This is an optimization exercise on Yosys and OpenROAD, whose aim is small area, not a production implementation.
In this exercise RTL edits were held to simulation tests only and were not proved equivalent to the original.
Power and IR drop assume default switching activity.

==> flow/design.v (excerpt) <==
module fsmc_regs_top (
    input  logic                      clk,
    input  logic                      rst_n,
    input  logic                      nadv,
    input  logic                      nwe,
    input  logic                      noe,
    input  logic [18-1:0] ad_bus,
    output logic [18-1:0] ad_drive,
    output logic                      ad_drive_en
);
    localparam int dw    = 16;
    localparam int len   = 7;        
    localparam int rings = 10;
    logic          nadv_s, nwe_s;    
    logic [3:0]    noe_hist;         
    logic          en_q;
    logic [2:0]    phase;            
    logic          clr;              
    logic [5:0]    addr_q;           
    logic [5:0]    waddr_q;          
    logic [dw-1:0] wdata_q;          
    logic          wpend;
    logic [dw-1:0] rdata_q;
    logic          wr_end;
    logic [rings-1:0] wsel;          
    logic [dw-1:0] tap [rings];
    logic [dw-1:0] head [rings];     
    logic [dw-1:0] rword;
    logic [rings-1:0] rsel;
    logic [2:0]    phase_p;          
    logic          rhit;
    logic          en_d, cap;
    function automatic logic [rings-1:0] at_tap(input logic [5:0] k, input logic [2:0] ph);
  ...
Size in the first run: about 1500 cells after synthesis, ~1100 flip-flops, roughly 26000 um^2 of cells after synthesis.
Settings: LEC_CHECK=0, CAP_MARGIN=20, CORE_MARGIN=2, CORE_UTILIZATION=75, SLEW_MARGIN=20, SYNTH_HIERARCHICAL=1; clock period 5.0 ns.
standard.sh (not shown) runs the stock make flow with config.mk's settings and CLKGATE_MAP_FILE= SYNTH_SCRIPT=/design/flow/synth_recipe.tcl, a recipe that flattens the netlist after the stock synthesis.
==> flow/flow/run.sh <==
#!/bin/bash
# The standard layout (standard.sh) with three changes:
#  - synthesis and repair may use only drive strength 1 logic cells (buffers, inverters,
#    flip-flops and clock cells are not restricted): extra_dont_use.txt is added to the
#    platform's don't-use list
#  - ports are buffered with buf_1
#  - clock tree: clkbuf_8 leaf clusters of up to 22 sinks within 70 um, no dummy loads
set -euo pipefail
PLAT=$(make -s -C "$FLOW_HOME" DESIGN_CONFIG="$FLOW_CONFIG" WORK_HOME="$PWD/orfs" print-DONT_USE_CELLS 2>/dev/null | sed -n 's/^DONT_USE_CELLS: //p')
export DU="$PLAT $(cat flow/extra_dont_use.txt)"
export BUFFER_PORTS_ARGS="-buffer_cell sky130_fd_sc_hd__buf_1"
export CTS_ARGS="-sink_clustering_enable -repair_clock_nets -sink_clustering_size 20 -sink_clustering_max_diameter 100 -buf_list sky130_fd_sc_hd__clkbuf_8 -dont_use_dummy_load"
sed 's|"\${@:-finish}"|"DONT_USE_CELLS=$DU" "${@:-finish}"|' standard.sh > standard_du.sh
grep -q 'DONT_USE_CELLS=\$DU' standard_du.sh
echo "$DU" > dont_use.log
bash standard_du.sh > standard.log 2>&1
Other scripts of this flow, unchanged in this note and not shown: flow/flow/extra_dont_use.txt
Change:
--- a/flow/flow/run.sh
+++ b/flow/flow/run.sh
@@ -7 +7 @@
-#  - clock tree: clkbuf_8 leaf clusters of up to 22 sinks within 70 um, no dummy loads
+#  - clock tree: clkbuf_8 leaf clusters of up to 21 sinks within 80 um, no dummy loads
@@ -12 +12 @@
-export CTS_ARGS="-sink_clustering_enable -repair_clock_nets -sink_clustering_size 20 -sink_clustering_max_diameter 100 -buf_list sky130_fd_sc_hd__clkbuf_8 -dont_use_dummy_load"
+export CTS_ARGS="-sink_clustering_enable -repair_clock_nets -sink_clustering_size 21 -sink_clustering_max_diameter 80 -buf_list sky130_fd_sc_hd__clkbuf_8 -dont_use_dummy_load"
Global-route usage came out higher by 0.19 points. Design area barely changes. Power barely changes. Clock skew is about the same.
Change:
--- a/flow/flow/run.sh
+++ b/flow/flow/run.sh
@@ -7 +7 @@
-#  - clock tree: clkbuf_8 leaf clusters of up to 21 sinks within 80 um, no dummy loads
+#  - clock tree: clkbuf_8 leaf clusters of up to 22 sinks within 70 um, no dummy loads
Setup slack is unchanged.
Cell count does not change.
Combinational power hardly moves.
Design area is unchanged.
Total power is unchanged.
Via count is unchanged.
Hold slack does not change.
Global-route usage stays the same.


## run A
Another version of the RTL of fsmc_regs_top (not shown whole).
Size in the first run: roughly 1,100 flip-flops, roughly 42 I/O pins, about 26,000 µm² of cells after synthesis.
make LEC_CHECK=0 CAP_MARGIN=20 CORE_MARGIN=2 CORE_UTILIZATION=65 CTS_BUF_LIST=sky130_fd_sc_hd__clkbuf_8 CTS_CLUSTER_SIZE=40 SLEW_MARGIN=20 finish   # period 5.0 ns
run.sh (not shown) runs the stock make flow with config.mk's settings and CLKGATE_MAP_FILE= SYNTH_SCRIPT=/design/flow/synth_recipe.tcl, a recipe that flattens the netlist after the stock synthesis.
Stock flow here: none of the scripts above is used.
What run B does differently from run A at the input level:
--- a/flow/config.mk
+++ b/flow/config.mk
@@ -8,6 +8,4 @@
 export CAP_MARGIN = 20
 export CORE_MARGIN = 2
-export CORE_UTILIZATION = 65
-export CTS_BUF_LIST = sky130_fd_sc_hd__clkbuf_8
-export CTS_CLUSTER_SIZE = 40
+export CORE_UTILIZATION = 40
 export SLEW_MARGIN = 20
Notes after the runs:
- Power delta (run B − run A): unfavourable
- Run A → run B: number of levels in the clock H-tree saw a decrease; post-synthesis to final-layout area growth saw an increase.
- Going from run A to run B, weighted congestion reported at the end of routability-driven placement shows a reduction of 9.2%; combinational share of power dropped 0.5 points; critical path depth decreased 1; cell count went up by 8.6%; half-perimeter wire length of the detailed placement result has remained practically unchanged.
For run C, these inputs were changed with respect to run B:
--- a/flow/config.mk
+++ b/flow/config.mk
@@ -9,3 +9,4 @@
 export CORE_MARGIN = 2
 export CORE_UTILIZATION = 40
+export CTS_BUF_LIST = sky130_fd_sc_hd__clkbuf_4
 export SLEW_MARGIN = 20
Findings:
- Data arrival time of the critical path delta (run C -> run B): insignificant
- Compared with run B, run C shows total met2 wirelength after detailed routing higher by 2.3%.
- From run B to run C the numbers moved as follows: normalized max-slew margin down 3.1 points, critical path depth down 1, clock skew up 0.041 ns, wire length of the first global-routing pass up 2.2%.
- Mean number of vias per cell for run C: 2.5% down relative to run B
- Run C: done, clean on timing, DRC and antenna

static timing again, ports no longer ideal:
No port has a modelled driver above. Below, the same layouts with a new extraction and two added sets of constraints.
Step 1 assumes that a clkbuf_16 drives the clock port and a buf_2 every other input.
Step 2 also shifts input and output timing later by t, the mid clock arrival at the registers, as if the neighbouring blocks saw the same clock.
Three values: ideal, step 1, step 2; two values: the first two.
run | shift t [ns] | setup WS [ns] | worst setup path at the end | slew at the worst register clock pin (ns) | worst data-port slew with drivers (ns)
the first run of note 1 | 0.716 | 2.096 / 2.096 / 2.096 | register to register | 0.12 / 0.12 | 0.04
the second run of note 1 | 0.722 | 2.137 / 2.137 / 2.137 | register to register | 0.12 / 0.12 | 0.04
the third run of note 1 | 0.722 | 2.137 / 2.137 / 2.137 | register to register | 0.12 / 0.12 | 0.04
run A | 0.780 | 0.913 / 0.919 / 0.162 | input to register | 0.07 / 0.07 | 0.04
run B | 0.688 | 0.937 / 0.967 / 0.280 | input to register | 0.07 / 0.07 | 0.06
run C | 1.074 | 1.345 / 1.372 / 0.298 | input to register | 0.08 / 0.08 | 0.06
After both steps setup and hold are still met in every run listed. For run C, which loses most, drivers alone change the setup slack by +0.027 ns; drivers and shift together by -1.047 ns.
